From an optimization exercise on the open Yosys and OpenROAD flow, aimed at small area, a short achievable clock period and few clock cycles; shortcuts taken in it are not production practice. Only simulation tests tie the RTL to the original design; equivalence was not proved. No activity file was given, so power comes from the tool's default toggle rates.

==> flow/design.v <==
package slpm_pkg;
    typedef enum logic [2:0] {
        REQ_CLEAR   = 3'd0,
        REQ_ELEMENT = 3'd1,
        REQ_RANGE   = 3'd2,
        REQ_BYTE    = 3'd3,
        REQ_END     = 3'd4
    } req_code_t;
    typedef struct packed {
        logic [2:0] req_type;
        logic       is_percent;
        logic       negate;
        logic [7:0] range_low;
        logic [7:0] range_high;
        logic [7:0] value_byte;
    } item_t;
    typedef struct packed {
        logic matched;
        logic pattern_error;
    } result_t;
    typedef struct packed {
        logic       new_elem;
        logic       add_range;
        logic       is_percent;
        logic       negate;
        logic [7:0] range_low;
        logic [7:0] range_high;
    } cell_wr_t;
endpackage
module slpm_cell #(
    parameter int MAX_RANGES = 4
) (
    input  logic              clk,
    input  slpm_pkg::cell_wr_t wr,
    input  logic              sel_new,
    input  logic              sel_range,
    input  logic [7:0]        value_byte,
    output logic              pct,
    output logic              hit,
    output logic              full
);
    localparam int RCW = $clog2(MAX_RANGES + 1);
    localparam int RIW = (MAX_RANGES > 1) ? $clog2(MAX_RANGES) : 1;
    logic           pct_reg;
    logic           neg_reg;
    logic [RCW-1:0] rcnt_reg;
    logic [7:0]     lo_reg [MAX_RANGES];
    logic [7:0]     hi_reg [MAX_RANGES];
    logic           any_hit;
    always_ff @(posedge clk)
    begin
        if (wr.new_elem && sel_new)
        begin
            pct_reg  <= wr.is_percent;
            neg_reg  <= wr.negate;
            rcnt_reg <= '0;
        end
        else if (wr.add_range && sel_range && !full)
        begin
            lo_reg[rcnt_reg[RIW-1:0]] <= wr.range_low;
            hi_reg[rcnt_reg[RIW-1:0]] <= wr.range_high;
            rcnt_reg                  <= rcnt_reg + RCW'(1);
        end
    end
    always_comb
    begin
        any_hit = 1'b0;
        for (int r = 0; r < MAX_RANGES; r++)
        begin
            if (RCW'(r) < rcnt_reg && lo_reg[r] <= value_byte && value_byte <= hi_reg[r])
                any_hit = 1'b1;
        end
    end
    assign full = (rcnt_reg >= RCW'(MAX_RANGES));
    assign pct  = pct_reg;
    assign hit  = any_hit ^ neg_reg;
endmodule
module sql_like_pattern_matcher #(
    parameter int MAX_ELEMENTS = 32,
    parameter int MAX_RANGES   = 4
) (
    input  logic        clk,
    input  logic        rst_n,
    input  logic        item_valid,
    output logic        item_ready,
    input  logic [2:0]  item_req_type,
    input  logic        item_is_percent,
    input  logic        item_negate,
    input  logic [7:0]  item_range_low,
    input  logic [7:0]  item_range_high,
    input  logic [7:0]  item_value_byte,
    output logic        result_valid,
    input  logic        result_ready,
    output logic        result_matched,
    output logic        result_pattern_error
);
    localparam int NP = MAX_ELEMENTS + 1;
    localparam int CW = $clog2(MAX_ELEMENTS + 1);
    localparam int LV = $clog2(NP);
    logic    s1_valid_reg, s1_valid_next;
    slpm_pkg::item_t   s1_item_reg;
    logic    s1_go;
    logic    is_clear, is_elem, is_range, is_byte, is_end;
    logic [CW-1:0] count_reg, count_next;
    logic          ovf_reg, ovf_next;
    logic [NP-1:0] act_reg, act_next;
    logic    out_valid_reg, out_valid_next;
    slpm_pkg::result_t out_data_reg;
    logic    out_free;
    slpm_pkg::cell_wr_t                cell_wr;
    logic [MAX_ELEMENTS-1:0] cell_pct, cell_hit, cell_full;
    logic [MAX_ELEMENTS-1:0] sel_new, sel_range, elem_valid;
    logic                    elem_full, last_full, range_ok;
    logic [NP-1:0] kg [LV+1];
    logic [NP-1:0] kp [LV+1];
    logic [NP-1:0] closed;
    logic [NP-1:0] step_next;
    logic          matched;
    always_comb
    begin
        is_clear = 1'b0;
        is_elem  = 1'b0;
        is_range = 1'b0;
        is_byte  = 1'b0;
        is_end   = 1'b0;
        unique case (s1_item_reg.req_type)
            slpm_pkg::REQ_CLEAR:   is_clear = 1'b1;
            slpm_pkg::REQ_ELEMENT: is_elem  = 1'b1;
            slpm_pkg::REQ_RANGE:   is_range = 1'b1;
            slpm_pkg::REQ_BYTE:    is_byte  = 1'b1;
            slpm_pkg::REQ_END:     is_end   = 1'b1;
            default:     ;                  
        endcase
    end
    slpm_pkg::item_t item_data;
    assign item_data = {item_req_type, item_is_percent, item_negate,
                        item_range_low, item_range_high, item_value_byte};
    assign out_free      = !out_valid_reg || result_ready;
    assign s1_go         = s1_valid_reg && (!is_end || out_free);
    assign item_ready    = !s1_valid_reg || s1_go;
    assign s1_valid_next = item_valid ? 1'b1 : (s1_go ? 1'b0 : s1_valid_reg);
    always_ff @(posedge clk or negedge rst_n)
    begin
        if (!rst_n)
            s1_valid_reg <= 1'b0;
        else
            s1_valid_reg <= s1_valid_next;
    end
    always_ff @(posedge clk)
    begin
        if (item_valid && item_ready)
            s1_item_reg <= item_data;
    end
    assign elem_full = (count_reg >= CW'(MAX_ELEMENTS));
    assign last_full = |(sel_range & cell_full);
    assign range_ok  = (count_reg != '0) && !last_full;
    always_comb
    begin
        cell_wr.new_elem   = s1_go && is_elem && !elem_full;
        cell_wr.add_range  = s1_go && is_range && range_ok;
        cell_wr.is_percent = s1_item_reg.is_percent;
        cell_wr.negate     = s1_item_reg.negate;
        cell_wr.range_low  = s1_item_reg.range_low;
        cell_wr.range_high = s1_item_reg.range_high;
    end
    for (genvar g = 0; g < MAX_ELEMENTS; g++)
    begin : g_cell
        assign sel_new[g]    = (count_reg == CW'(g));
        assign sel_range[g]  = (count_reg == CW'(g + 1));
        assign elem_valid[g] = (count_reg > CW'(g));
        slpm_cell #(
            .MAX_RANGES (MAX_RANGES)
        ) u_cell (
            .clk        (clk),
            .wr         (cell_wr),
            .sel_new    (sel_new[g]),
            .sel_range  (sel_range[g]),
            .value_byte (s1_item_reg.value_byte),
            .pct        (cell_pct[g]),
            .hit        (cell_hit[g]),
            .full       (cell_full[g])
        );
    end
    always_comb
    begin
        kg[0]    = act_reg;
        kp[0]    = '0;
        for (int j = 1; j < NP; j++)
            kp[0][j] = elem_valid[j-1] && cell_pct[j-1];
        for (int k = 0; k < LV; k++)
        begin
            for (int j = 0; j < NP; j++)
            begin
                if (j >= (1 << k))
                begin
                    kg[k+1][j] = kg[k][j] || (kp[k][j] && kg[k][j-(1<<k)]);
                    kp[k+1][j] = kp[k][j] && kp[k][j-(1<<k)];
                end
                else
                begin
                    kg[k+1][j] = kg[k][j];
                    kp[k+1][j] = kp[k][j];
                end
            end
        end
    end
    assign closed = kg[LV];
    always_comb
    begin
        step_next = '0;
        for (int j = 0; j < NP; j++)
        begin
            if (j < MAX_ELEMENTS)
            begin
                if (closed[j] && elem_valid[j] && cell_pct[j])
                    step_next[j] = 1'b1;
            end
            if (j > 0)
            begin
                if (closed[j-1] && elem_valid[j-1] && !cell_pct[j-1] && cell_hit[j-1])
                    step_next[j] = 1'b1;
            end
        end
    end
    always_comb
    begin
        matched = 1'b0;
        for (int j = 0; j < NP; j++)
        begin
            if (count_reg == CW'(j))
                matched = closed[j];
        end
    end
    always_comb
    begin
        count_next = count_reg;
        ovf_next   = ovf_reg;
        act_next   = act_reg;
        if (s1_go)
        begin
            if (is_clear)
            begin
                count_next = '0;
                ovf_next   = 1'b0;
                act_next   = NP'(1);
            end
            if (is_elem)
            begin
                if (elem_full)
                    ovf_next = 1'b1;
                else
                    count_next = count_reg + CW'(1);
            end
            if (is_range && !range_ok)
                ovf_next = 1'b1;
            if (is_byte)
                act_next = step_next;
            if (is_end)
                act_next = NP'(1);
        end
    end
    always_ff @(posedge clk or negedge rst_n)
    begin
        if (!rst_n)
        begin
            count_reg <= '0;
            ovf_reg   <= 1'b0;
            act_reg   <= NP'(1);
        end
        else
        begin
            count_reg <= count_next;
            ovf_reg   <= ovf_next;
            act_reg   <= act_next;
        end
    end
    assign out_valid_next = (s1_go && is_end) ? 1'b1 :
                            (result_ready ? 1'b0 : out_valid_reg);
    always_ff @(posedge clk or negedge rst_n)
    begin
        if (!rst_n)
            out_valid_reg <= 1'b0;
        else
            out_valid_reg <= out_valid_next;
    end
    always_ff @(posedge clk)
    begin
        if (s1_go && is_end)
        begin
            out_data_reg.matched       <= matched;
            out_data_reg.pattern_error <= ovf_reg;
        end
    end
    assign result_valid         = out_valid_reg;
    assign result_matched       = out_data_reg.matched;
    assign result_pattern_error = out_data_reg.pattern_error;
endmodule
==> flow/run.sh <==
#!/bin/bash
# synth_recipe.tcl (not shown) runs the flow's synth.tcl, then flattens the netlist and writes it again
# the make line also repeats each setting of config.mk as NAME=value (left out here)
make -C /OpenROAD-flow-scripts/flow DESIGN_CONFIG=/design/flow/config.mk WORK_HOME=/design/flow/orfs CLKGATE_MAP_FILE= SYNTH_SCRIPT=/design/flow/synth_recipe.tcl finish
==> flow/config.mk <==
export PLATFORM = sky130hd
export DESIGN_NAME = sql_like_pattern_matcher
export DESIGN_NICKNAME = sql_like_pattern_matcher
export VERILOG_FILES = /design/flow/design.v
export SDC_FILE = /design/flow/constraint.sdc
export NUM_CORES = 4
export LEC_CHECK = 0
export CAP_MARGIN = 20
export CORE_MARGIN = 2
export CORE_UTILIZATION = 40
export SLEW_MARGIN = 20
==> flow/constraint.sdc <==
create_clock -name core_clock -period 7.0 [get_ports {clk}]
set_input_delay 1.4000 -clock core_clock [delete_from_list [all_inputs] [get_ports {clk}]]
set_output_delay 1.4000 -clock core_clock [all_outputs]
set_load 0.01 [all_outputs]
==> run notes <==
==> kinds of logic after synthesis <==
logic type,after synthesis,share of synthesized area
buf+inv,1190,0.0364
xor+xnor,65,0.00459
simple gates,1932,0.0871
mux,36,0.00293
compound gates,2161,0.105
flops,2281,0.543
fa+ha+maj,2180,0.220
==> layer usage <==
layer,wire (um),GRT usage
met5,0,0
met2,167000,0.372
met4,12900,0.0781
met1,151000,0.290
met3,22400,0.0299
==> cell type report <==
class / instances / area [um2]
fill: 27245 / 169000
antenna: 3 / 7.51
multi-input combinational: 6374 / 52100
tap: 4120 / 5150
timing repair buffer: 170 / 1830
inverter: 1141 / 4340
clock inverter: 100 / 866
clock buffer: 373 / 7690
sequential: 2281 / 67300
==> path summary, 6_finish.rpt <==
kind / from / endpoint / slack (ns) / cells after the start
min in group asynchronous: rst_n / act_reg[25] / 0.66 / 2
worst max-delay path: count_reg[2] / g_cell[14].u_cell.rcnt_reg[2] / 1.62 / 11
max in group asynchronous: rst_n / act_reg[4] / 5.80 / 2
worst max register to register: count_reg[2] / g_cell[14].u_cell.rcnt_reg[2] / 1.62 / 11
worst min register to register: ovf_reg / out_data_reg[0] / 0.49 / 0
worst min-delay path: ovf_reg / out_data_reg[0] / 0.49 / 0
==> worst max-delay path, stage by stage (launching register included) <==
cell,delay (ns)
sky130_fd_sc_hd__dfrtp_1,1.07
sky130_fd_sc_hd__nand2b_1,0.38
sky130_fd_sc_hd__nor3b_2,0.79
sky130_fd_sc_hd__a32oi_1,0.28
sky130_fd_sc_hd__nand4_1,0.16
sky130_fd_sc_hd__nor3_1,0.06
sky130_fd_sc_hd__nand2_1,0.11
sky130_fd_sc_hd__or2_4,0.55
sky130_fd_sc_hd__buf_4,0.74
sky130_fd_sc_hd__nor3_2,0.23
sky130_fd_sc_hd__and2_1,0.47
sky130_fd_sc_hd__nand2b_1,0.25
==> power groups by stage <==
stage          logic [uW]  registers [uW]  clock network [uW]
2_1_floorplan        1250           15400                   0
3_3_place_gp         2450           15300                   0
3_5_place_dp         2560           15300                   0
4_1_cts              2580           15000               13900
5_1_grt              2830           15000               14400
6_report             2580           15000               13700
==> Yosys cell counts, drive strengths merged (9+ instances only) <==
| master | n |
|---|---|
| xnor2 | 46 |
| edfxtp | 2143 |
| a221oi | 15 |
| o21ai | 719 |
| and2 | 138 |
| a21o | 312 |
| a211oi | 13 |
| nand4 | 183 |
| nand3b | 9 |
| ha | 2180 |
| dfrtp | 41 |
| buf | 17 |
| mux2i | 34 |
| nor2 | 224 |
| a32oi | 18 |
| a21oi | 613 |
| nor2b | 269 |
| nor3 | 75 |
| clkbuf | 32 |
| o21a | 253 |
| a22o | 13 |
| or3 | 17 |
| a22oi | 33 |
| dfxtp | 96 |
| o221ai | 9 |
| o311ai | 15 |
| and3 | 146 |
| a31oi | 18 |
| inv | 1141 |
| xor2 | 19 |
| o22ai | 14 |
| a221o | 12 |
| o211ai | 23 |
| nand2b | 270 |
| o31ai | 11 |
| nand3 | 376 |
| nand2 | 189 |
| o21bai | 22 |
==> stage by stage <==
stage | std cells | hold WS [ns] | TNS, ns | setup slack (ns)
after CTS | 14559 | 0.486 | 0 | 1.76
after detailed placement | 14086 | 0.472 | 0 | 1.77
after global placement | 14085 | 0.493 | 0 | 1.83
after floorplan | 9845 | 0.425 | -40.99 | -1.64
final | 14562 | 0.487 | 0 | 1.62
after global routing | 14561 | 0.488 | 0 | 1.44
==> run notes <==
Power and ir drop
The share of total power dissipated in the clock network is 0.437. In this run the static leakage power is 0.0584 uW. For this design the ratio of total power to cell area is ~220 nW/um2. The share of total power dissipated in sequential elements is 0.480. The logic gate share of total power is 0.082. The design draws roughly 31000 uW. The share of total power consumed by net switching is 0.234.

Internal power comes to around 24000 uW. VDD sags by at most roughly 0.17 mV. The net switching power is about 7300 uW.

Synthesis
Synthesis inferred 2281 register bits. The proportion of netlist area held by the largest area contributor is 0.519. Summing every instance area after synthesis gives between 100000 and 150000 um2. For this run, the register share of the synthesized area comes to 0.543. The per-instance average area after synthesis is 12.6 um2. By area the synthesized netlist is led by sky130_fd_sc_hd__edfxtp_1, sky130_fd_sc_hd__ha_1, sky130_fd_sc_hd__inv_1. The distinct cell type count of the synthesized netlist is 88. The number of standard cells after synthesis is ~10000. The yosys synthesis warning count is 4.

For this run, asynchronously set or reset flops after synthesis account for 0.0184. The total nets after synthesis is ~12000. Counting flops with a built-in enable in the synthesized netlist gives approximately 2100. The library cell occupying the most area in the post-synthesis netlist is sky130_fd_sc_hd__edfxtp_1. The most common flop cell mapped by yosys is sky130_fd_sc_hd__edfxtp_1.

Clocking
The tree built by TritonCTS fans out to ~2300 sinks. Buffers added to address setup during post-CTS repair amount to 0. Hold repair after CTS inserted 0 buffers. In this run, CTS created clock tree buffers numbering around 280.

At the later pin of the worst-skew pair, clock insertion delay measures approximately 0.94 ns. TritonCTS built the clock tree. Clock-pin slew was measured on the worst setup and hold paths at ~0.060 ns.

The tree is rooted in a sky130_fd_sc_hd__clkbuf_16. The maximum buffer depth of the clock tree is 4. CTS built an H-tree with a depth of 5.

Gates resized during post-CTS repair numbered 0.

Global route
For this run, the total global-route usage over all layers was measured as 0.221. The remaining global-route overflow is 0. Entering global routing, the biggest net connects just over 100 pins. The first global-routing pass estimated 518000 um of wire. The number of global-route vias before repair is 81980. The number of antenna violations at the first check in global routing is 21.

Final layout
Leaving out fill and tap cells, the most frequent cell in the layout is sky130_fd_sc_hd__ha_1. Compared with the post-synthesis result, the final layout area differs by 12.4%. Summing all non-filler instances in the final layout gives an area of approximately 140000 um2. The final layout net count is around 12000. For this run, the share of the core covered by cells in the final layout is 0.452. The top cell types in the final layout, fill and taps aside, are sky130_fd_sc_hd__ha_1, sky130_fd_sc_hd__edfxtp_1, sky130_fd_sc_hd__inv_1. In the final layout, the share of cells above drive strength 1 is 0.0537.

Place
Once detailed placement completed, the half-perimeter wirelength came to approximately 200000 um. The placement-stage cell area is around 130000 um2. Routability-driven placement finished with a final weighted congestion of between 0.9 and 1.

In this run the tool buffered the top-level ports with 36 buffer cells.

Die
In this run the vertical extent of the chip is approximately 560 um. The die is ~560 um wide. The core area is between 300000 and 400000 um2.

The standard-cell row count is slightly above 200. The starting density of the core is 0.402. The die outline area is between 300000 and 400000 um2. 37 I/O pins were placed.

STA
The worst slew slack as a fraction of its limit is 0.196. For the final database, setup skew stands at ~0.053 ns. The number of endpoints failing setup at the final stage is 0.

The ratio of final minimum period to clock period is 0.768. The max-slew violation count came to 0. Subtracting the final worst setup slack from the clock period gives around 5.4 ns. The final hold violation count is 0. Setup repair after global routing left no endpoint under its margin. For the pin with the worst max-slew slack, the measured transition is 1.20 ns. For this run, the top clock speed supported by timing is 186 MHz.

Route
The average wire length per cell after detail routing is approximately 24 um. The routed via count divided by cell count is 5.56. The first detailed-routing pass ran for 8 iterations. The number of DRC violations after detailed routing is 0. Once detail routing completed, the nets flagged for antenna violations numbered 0.

The detailed router finished its first iteration with ~7300 violations. For this block, the routed nets add up to ~350000 um of wire. The routed layout has about 81000 vias.

Critical path
Of all nets on the critical path, the largest fanout is 32. The type of the worst setup path is register to register. The data required time at the worst endpoint is 7.79 ns. STA classifies the critical path endpoint as a register. The sort of element at the start of the critical path is a register. At the worst endpoint, the arrival time is roughly 6.2 ns.

Worst hold path
In this run the worst hold path is classified as register to register.

Outcome
The flow ran to the end and the layout has no timing, DRC or antenna violations.

Run
The number of max-cap violations is 0.
Testbench counts, summed over its fixed seeds: cycles 53,294.

re-timing with driven ports:
The results above use ideal ports. As a check the final layout listed here was re-extracted and re-timed, cells and wires unchanged. Step 1, drivers: a clkbuf_16 drives clk and a buf_2 each remaining input, both assumed. Step 2 moves the port delays by t, midway between the first and last clock arrival at a register: inputs arrive t later, outputs are due t later. That takes back most of the time a late clock gives input paths. Three values: ideal ports, drivers, drivers and shift; two values: the first two.
t (ns): 1.008
slack for setup (ns): 1.622 / 1.622 / 1.622
hold slack, ns: 0.487 / 0.487 / 0.487
worst slew at a driven data input, ns: 0.04
pins driven straight from the clock port: 1
After both steps setup and hold are still met in this run. The setup slack of this run moves by 0.000 ns with the drivers and by 0.000 ns with both steps.
